What follows belongs to an exercise in optimizing a design on an open flow for small area, a short achievable clock period and few clock cycles; a production flow would make more cautious choices.
Function was checked by simulation only, so behaviour that the tests miss may differ from the original.
Power and IR drop assume default switching activity.

==> flow/design.v (excerpt) <==
module read_bmap_row #(
    parameter int DATA_WIDTH  = 32,
    parameter int ADDR_WIDTH  = 32,
    parameter int PIXEL_WIDTH = 16,
    parameter int PIPE_LEN    = 7     
) (
    input  logic                   aclk,
    input  logic                   areset,
    input  logic                   req,
    input  logic [ADDR_WIDTH-1:0]  fb_base_in,
    input  logic [31:0]            wmod_in,
    input  logic [31:0]            xcur_in,
    input  logic [31:0]            ycur_in,
    input  logic [31:0]            hdx_in,
    input  logic [31:0]            hdy_in,
    input  logic [31:0]            cnt_in,
    output logic                   mem_req,
    output logic                   mem_we,
    output logic [ADDR_WIDTH-1:0]  mem_addr,
    output logic [DATA_WIDTH-1:0]  mem_wdata,
    input  logic [DATA_WIDTH-1:0]  mem_rdata,
    input  logic                   mem_resp,
    output logic [PIXEL_WIDTH-1:0] pixel,
    output logic                   pix_valid,
    input  logic                   pix_ready,
    output logic                   pix_last,
    output logic                   busy,
    output logic                   done
);
Size: about 460 flip-flops, roughly 350 I/O pins.
clock: 8.0 ns
lec_check: 0
cap_margin: 20
core_margin: 2
core_utilization: 65
cts_buf_list: sky130_fd_sc_hd__clkbuf_8
cts_cluster_diameter: 60
cts_cluster_size: 16
setup_slack_margin: 4.5
slew_margin: 20
standard.sh (not shown) runs the stock make flow with config.mk's settings and CLKGATE_MAP_FILE= SYNTH_SCRIPT=/design/flow/synth_recipe.tcl, a recipe that flattens the netlist after the stock synthesis.
==> flow/flow/run.sh <==
#!/bin/bash
# Standard layout, with the port buffers made of the smallest buffer cell and the
# timing repair free to resize cells across footprints.
export BUFFER_PORTS_ARGS="-buffer_cell sky130_fd_sc_hd__buf_1"
bash standard.sh MATCH_CELL_FOOTPRINT=0 finish > standard.log 2>&1
The baseline completed with no timing, DRC or antenna violations.
Testbench counts at the start, summed over its fixed seeds: cycles 30,202.
Next try:
==> flow/flow/run.sh (replaced) <==
#!/bin/bash
# Standard layout, with the port buffers made of the smallest buffer cell.
export BUFFER_PORTS_ARGS="-buffer_cell sky130_fd_sc_hd__buf_1"
bash standard.sh > standard.log 2>&1
--- a/flow/config.mk
+++ b/flow/config.mk
@@ -7,2 +7,3 @@
 export LEC_CHECK = 0
+export ABC_AREA = 1
 export CAP_MARGIN = 20
What happened: Cell count is higher by 33%. Worst setup slack improved by 0.017 ns. Fmax is higher by 0.50%. Routed wire length is higher by 23%. Die area is higher by 7.6%. Clock power is higher by about 9%. Via count is higher by about 30%.
Next try:
--- a/flow/config.mk
+++ b/flow/config.mk
@@ -7,4 +7,3 @@
 export LEC_CHECK = 0
-export ABC_AREA = 1
-export CAP_MARGIN = 20
+export CAP_MARGIN = 5
 export CORE_MARGIN = 2
@@ -15,2 +14,2 @@
 export SETUP_SLACK_MARGIN = 4.5
-export SLEW_MARGIN = 20
+export SLEW_MARGIN = 5
The changed run completed without violations.
Power went up by 3.5%.
Clock skew stays flat.
Clock-buffer cell count shrinks by 6.
Sequential share of layout area rises by 2.7 points.
Area after synthesis fell by 7.2%.
Register-to-register slack degrades by 0.17 ns.
Die area decreases by 7.1%.
Synthesized cell count came out lower by 31%.
Next try:
--- a/flow/config.mk
+++ b/flow/config.mk
@@ -7,3 +7,3 @@
 export LEC_CHECK = 0
-export CAP_MARGIN = 5
+export CAP_MARGIN = 20
 export CORE_MARGIN = 2
@@ -13,3 +13,3 @@
 export CTS_CLUSTER_SIZE = 16
-export SETUP_SLACK_MARGIN = 4.5
-export SLEW_MARGIN = 5
+export SETUP_SLACK_MARGIN = 4.6
+export SLEW_MARGIN = 20
The new run completed without violations.
Via count is about the same.
Die area does not change.
Fmax hardly moves.
Power goes up by 1.5%.
Synthesized cell count is unchanged.

* * *

read_bmap_row, a different RTL version from the one above (not shown whole).
Size: ~2300 cells after synthesis, ~440 flip-flops, roughly 350 I/O pins, ~0.026 mm2 of cells after synthesis.
Settings: LEC_CHECK=0, CAP_MARGIN=20, CORE_MARGIN=2, CORE_UTILIZATION=65, CTS_BUF_LIST=sky130_fd_sc_hd__clkbuf_4 sky130_fd_sc_hd__clkbuf_8, SLEW_MARGIN=20; clock period 8.0 ns.
run.sh (not shown) runs the stock make flow with config.mk's settings and CLKGATE_MAP_FILE= SYNTH_SCRIPT=/design/flow/synth_recipe.tcl, a recipe that flattens the netlist after the stock synthesis.
Stock flow here: none of the scripts above is used.
The first run finished with timing, DRC and antenna clean.
Testbench counts at the start, summed over its fixed seeds: cycles 30,306.
Next try:
CORE_UTILIZATION = 40   (was 65)
CTS_BUF_LIST = not set   (was sky130_fd_sc_hd__clkbuf_4 sky130_fd_sc_hd__clkbuf_8)
Power rose by 6.6%.
Cell count is higher by about 9%.
Via count is lower by about 3.5%.
Sequential power is about the same.
Area after synthesis stays the same.
Die area rose by 61%.
Next try:
ABC_AREA = 1   (was not set)
Design area rises by about 2.7%. Area after synthesis went up by about 4%. Total power shrinks by 6.4%.

* * *

## main
RTL: one of the versions met above, not the one the previous note started from.
For scale: ~2300 cells after synthesis, roughly 350 I/O pins.
Settings: LEC_CHECK=0, CAP_MARGIN=20, CORE_MARGIN=2, CORE_UTILIZATION=65, CTS_BUF_LIST=sky130_fd_sc_hd__clkbuf_8, CTS_CLUSTER_DIAMETER=60, CTS_CLUSTER_SIZE=16, GPL_ROUTABILITY_DRIVEN=0, SETUP_SLACK_MARGIN=4.5, SLEW_MARGIN=20; clock period 8.0 ns.
standard.sh (not shown) runs the stock make flow with config.mk's settings and CLKGATE_MAP_FILE= SYNTH_SCRIPT=/design/flow/synth_recipe.tcl, a recipe that flattens the netlist after the stock synthesis.
==> flow/flow/run.sh <==
#!/bin/bash
# Standard layout, with the port buffers made of the smallest buffer cell.
export BUFFER_PORTS_ARGS="-buffer_cell sky130_fd_sc_hd__buf_1"
bash standard.sh > standard.log 2>&1
No stage failed in main, and the final checks on the layout all came back clean.
Testbench counts of main, summed over its fixed seeds: cycles 30,202.
For the feature branch, these inputs were changed with respect to main:
- GPL_ROUTABILITY_DRIVEN no longer set, was 0
- CTS_CLUSTER_SIZE now 20, was 16
- CTS_CLUSTER_DIAMETER now 50, was 60
==> notes.md <==
Changes observed in the feature branch relative to main: share of cells above drive strength 1 went up 0.47 points, global-route wire length before repair increased by about 0.4% relative to the old numbers, sequential power held steady, final-layout non-clock buffer area share went down by 0.41 points. In the tables for main and the feature branch, total via count after detailed routing reads higher with the feature branch. Compared with main, in the feature branch area added between synthesis and finish went up 0.60 points, static leakage power held, overall routing resource usage went up 0.19 points, highest fanout seen on the critical path went up about 6%, number of clock-tree buffers in the layout went up 9.3%.

==> afterwards: timing with drivers on the ports <==
In the flow no input, the clock included, has a driving cell. The finished layouts below were timed again as built, in two steps. Step 1 assumes that a clkbuf_16 drives the clock port and a buf_2 every other input. Step 2 moves the port delays by t, midway between the first and last clock arrival at a register: inputs arrive t later, outputs are due t later. That takes back most of the time a late clock gives input paths. Three values: no drivers, after step 1, after step 2; two values: the first two.
| run | t, ns | setup slack, ns | hold WS [ns] | clock arrival spread, ns |
|---|---|---|---|---|
| the first run of note 1 | 0.688 | 4.621 / 4.568 / 3.951 | 0.433 / 0.433 / 0.433 | 0.054 / 0.054 |
| the second run of note 1 | 0.706 | 4.638 / 4.607 / 3.963 | 0.464 / 0.464 / 0.464 | 0.054 / 0.054 |
| the third run of note 1 | 0.689 | 4.614 / 4.561 / 3.953 | 0.429 / 0.429 / 0.429 | 0.056 / 0.056 |
| the fourth run of note 1 | 0.689 | 4.612 / 4.604 / 3.934 | 0.440 / 0.440 / 0.440 | 0.043 / 0.043 |
| the first run of note 2 | 0.679 | 2.795 / 2.795 / 2.795 | 0.506 / 0.506 / 0.506 | 0.025 / 0.026 |
| the second run of note 2 | 0.653 | 2.327 / 2.327 / 2.327 | 0.515 / 0.515 / 0.515 | 0.043 / 0.044 |
| the third run of note 2 | 0.672 | 2.593 / 2.532 / 2.830 | 0.442 / 0.442 / 0.442 | 0.035 / 0.035 |
| main | 0.696 | 4.521 / 4.534 / 3.838 | 0.426 / 0.426 / 0.426 | 0.044 / 0.044 |
| the feature branch | 0.684 | 4.603 / 4.551 / 3.934 | 0.427 / 0.427 / 0.427 | 0.051 / 0.052 |
After both steps every run listed still meets setup and hold. For main, which loses most, drivers alone change the setup slack by +0.013 ns; drivers and shift together by -0.683 ns.
